From an optimization exercise on the open Yosys and OpenROAD flow, aimed at small area, a short achievable clock period and few clock cycles per item; shortcuts taken in it are not production practice. Power figures rest on the tool's default switching activity, not on a simulated workload.

PW:
==> flow/design.v <==
package pipe_divider_pkg;
    localparam int W = 32;
endpackage
module pipe_divider_lzc (
    input  logic [31:0] x,
    output logic [5:0]  n
);
    logic [31:0]  z;
    logic [31:0]  nz;
    logic [159:0] c;
    logic [159:0] nc;
    integer       l;
    integer       i;
    always_comb begin
        z  = ~x;
        c  = '0;
        nz = '0;
        nc = '0;
        for (l = 0; l < 5; l = l + 1) begin
            nz = '0;
            nc = '0;
            for (i = 0; i < 16; i = i + 1) begin
                nz[i] = z[2*i+1] & z[2*i];
                nc[i*5 +: 5] = z[2*i+1] ? (c[(2*i)*5 +: 5] | (5'd1 << l)) : c[(2*i+1)*5 +: 5];
            end
            z = nz;
            c = nc;
        end
        n = z[0] ? 6'd32 : {1'b0, c[4:0]};
    end
endmodule
module pipe_divider (
    input  logic        clk,
    input  logic        rst,
    input  logic        in_valid,
    output logic        in_ready,
    input  logic [31:0] dividend,
    input  logic [31:0] divisor,
    output logic        out_valid,
    input  logic        out_ready,
    output logic [31:0] quotient,
    output logic [31:0] remainder,
    output logic        div_by_zero
);
    logic        s_idle;
    logic        s_align;
    logic        s_step;
    logic        s_done;
    logic [31:0] rem;      
    logic [31:0] dv;       
    logic [31:0] q;        
    logic [4:0]  cnt;      
    logic        dz;
    logic [4:0]  ca;       
    logic [4:0]  cb;       
    logic        shz;      
    logic [5:0]  clz_a;
    logic [5:0]  clz_b;
    logic        b_zero;
    logic        fin;
    logic        accept;
    logic        leave;
    logic [4:0]  shamt;
    logic        step;
    logic        last;
    logic [31:0] diff;
    logic        ge;
    pipe_divider_lzc u_lzc_a (.x(dividend), .n(clz_a));
    pipe_divider_lzc u_lzc_b (.x(divisor),  .n(clz_b));
    assign b_zero = clz_b[5];
    assign fin    = b_zero || (clz_b < clz_a);
    assign out_valid = s_done;
    assign leave     = s_done && out_ready;
    assign in_ready  = s_idle || leave;
    assign accept    = in_valid && in_ready;
    assign shamt = cb - ca;
    assign step  = s_step || (s_align && shz);
    assign last  = s_step ? (cnt == 5'd0) : shz;
    assign ge   = rem >= dv;
    assign diff = rem - dv;
    always_ff @(posedge clk or posedge rst)
        if (rst) begin
            s_idle  <= 1'b1;
            s_align <= 1'b0;
            s_step  <= 1'b0;
            s_done  <= 1'b0;
        end else begin
            s_idle  <= (s_idle || leave) && !in_valid;
            s_align <= accept && !fin;
            s_step  <= (s_align && !shz) || (s_step && cnt != 5'd0);
            s_done  <= (accept && fin) || ((s_align || s_step) && last) || (s_done && !out_ready);
        end
    always_ff @(posedge clk) begin
        ca  <= clz_a[4:0];
        cb  <= clz_b[4:0];
        shz <= (clz_a == clz_b);
        if (accept)
            dv <= divisor;
        else if (s_align)
            dv <= dv << shamt;
        else
            dv <= dv >> 1;
        if (s_align)
            cnt <= shamt;
        else
            cnt <= cnt - 5'd1;
    end
    always_ff @(posedge clk) begin
        if (accept) begin
            rem <= dividend;
            q   <= {32{b_zero}};
            dz  <= b_zero;
        end else if (step) begin
            if (ge)
                rem <= diff;
            q   <= {q[30:0], ge};
        end
    end
    assign quotient    = q;
    assign remainder   = rem;
    assign div_by_zero = dz;
endmodule
clock: 5.5 ns
lec_check: 0
abc_area: 1
cap_margin: 20
core_margin: 2
core_utilization: 40
cts_buf_list: sky130_fd_sc_hd__clkbuf_8
setup_slack_margin: 2.8
slew_margin: 20
standard.sh (not shown) runs the stock make flow with config.mk's settings and CLKGATE_MAP_FILE= SYNTH_SCRIPT=/design/flow/synth_recipe.tcl, a recipe that flattens the netlist after the stock synthesis.
==> flow/flow/run.sh <==
#!/bin/bash
# Standard layout (the standard.sh, unchanged synthesis and steps), except that the
# port buffers that global placement inserts use the smallest plain buffer instead of
# the delay buffer buffer_ports picks by default. Each port still gets its own buffer.
set -euo pipefail
export BUFFER_PORTS_ARGS="-buffer_cell sky130_fd_sc_hd__buf_1"
bash standard.sh > standard.log 2>&1
--- input diff PW..JK ---
--- a/flow/design.v
+++ b/flow/design.v
@@ -53,8 +53,9 @@
     logic        dz;
     logic [4:0]  ca;       
     logic [4:0]  cb;       
     logic        shz;      
+    logic        pf;       
     logic [5:0]  clz_a;
     logic [5:0]  clz_b;
     logic        b_zero;
     logic        fin;
@@ -62,8 +63,9 @@
     logic        leave;
     logic [4:0]  shamt;
     logic        step;
     logic        last;
+    logic        finish;
     logic [31:0] diff;
     logic        ge;
     pipe_divider_lzc u_lzc_a (.x(dividend), .n(clz_a));
     pipe_divider_lzc u_lzc_b (.x(divisor),  .n(clz_b));
@@ -75,33 +77,36 @@
     assign accept    = in_valid && in_ready;
     assign shamt = cb - ca;
     assign step  = s_step || (s_align && shz);
     assign last  = s_step ? (cnt == 5'd0) : shz;
+    assign finish = (s_align || s_step) && last;
     assign ge   = rem >= dv;
     assign diff = rem - dv;
     always_ff @(posedge clk or posedge rst)
         if (rst) begin
             s_idle  <= 1'b1;
             s_align <= 1'b0;
             s_step  <= 1'b0;
             s_done  <= 1'b0;
+            pf      <= 1'b0;
         end else begin
             s_idle  <= (s_idle || leave) && !in_valid;
-            s_align <= accept && !fin;
-            s_step  <= (s_align && !shz) || (s_step && cnt != 5'd0);
-            s_done  <= (accept && fin) || ((s_align || s_step) && last) || (s_done && !out_ready);
+            s_align <= accept && !fin && !pf;
+            s_step  <= (s_align && !shz) || (s_step && cnt != 5'd0) || (accept && !fin && pf);
+            s_done  <= (accept && fin) || finish || (s_done && !out_ready);
+            pf      <= finish && in_valid;
         end
     always_ff @(posedge clk) begin
         ca  <= clz_a[4:0];
         cb  <= clz_b[4:0];
         shz <= (clz_a == clz_b);
-        if (accept)
+        if ((accept && !pf) || finish)
             dv <= divisor;
-        else if (s_align)
+        else if (s_align || (s_done && pf))
             dv <= dv << shamt;
         else
             dv <= dv >> 1;
-        if (s_align)
+        if (s_align || (s_done && pf))
             cnt <= shamt;
         else
             cnt <= cnt - 5'd1;
     end
[summary]
Sequential cell count delta for JK relative to PW: about 0.9% higher
JK vs PW on setup skew after layout: JK is the lower one.
[compare] base=PW new=JK: routed wire length per instance stayed essentially flat, starting density of the core barely changed, leakage power summed over all cells has increased.
From PW to JK the numbers moved as follows: critical path required time shows no meaningful change; post-synthesis share of cell area spent on xor and xnor gates shows an increase of 0.16 points.
Function was not checked in any run of this note: the RTL went through the layout flow alone.

-- separate check: timing with driven ports --
The flow's constraints put no driver on any port. The routed layouts listed below were extracted and timed again, unchanged, in two steps.
Step 1: set_driving_cell puts a clkbuf_16 on clk and a buf_2 on each other input, an assumption about the parent block.
Step 2 moves the port delays by t, midway between the first and last clock arrival at a register: inputs arrive t later, outputs are due t later. That takes back most of the time a late clock gives input paths.
a / b / c = ideal / step 1 / step 2; a / b = the first two.
run	t (ns)	setup slack, ns	latest minus earliest clock arrival (ns)	worst slew at a driven data input, ns
PW	0.510	2.786 / 2.810 / 2.301	0.027 / 0.027	0.04
JK	0.506	2.701 / 2.699 / 2.193	0.014 / 0.014	0.09
After both steps every run listed still meets setup and hold. The setup slack of JK, which loses most, moves by -0.002 ns with the drivers and by -0.508 ns with both steps.
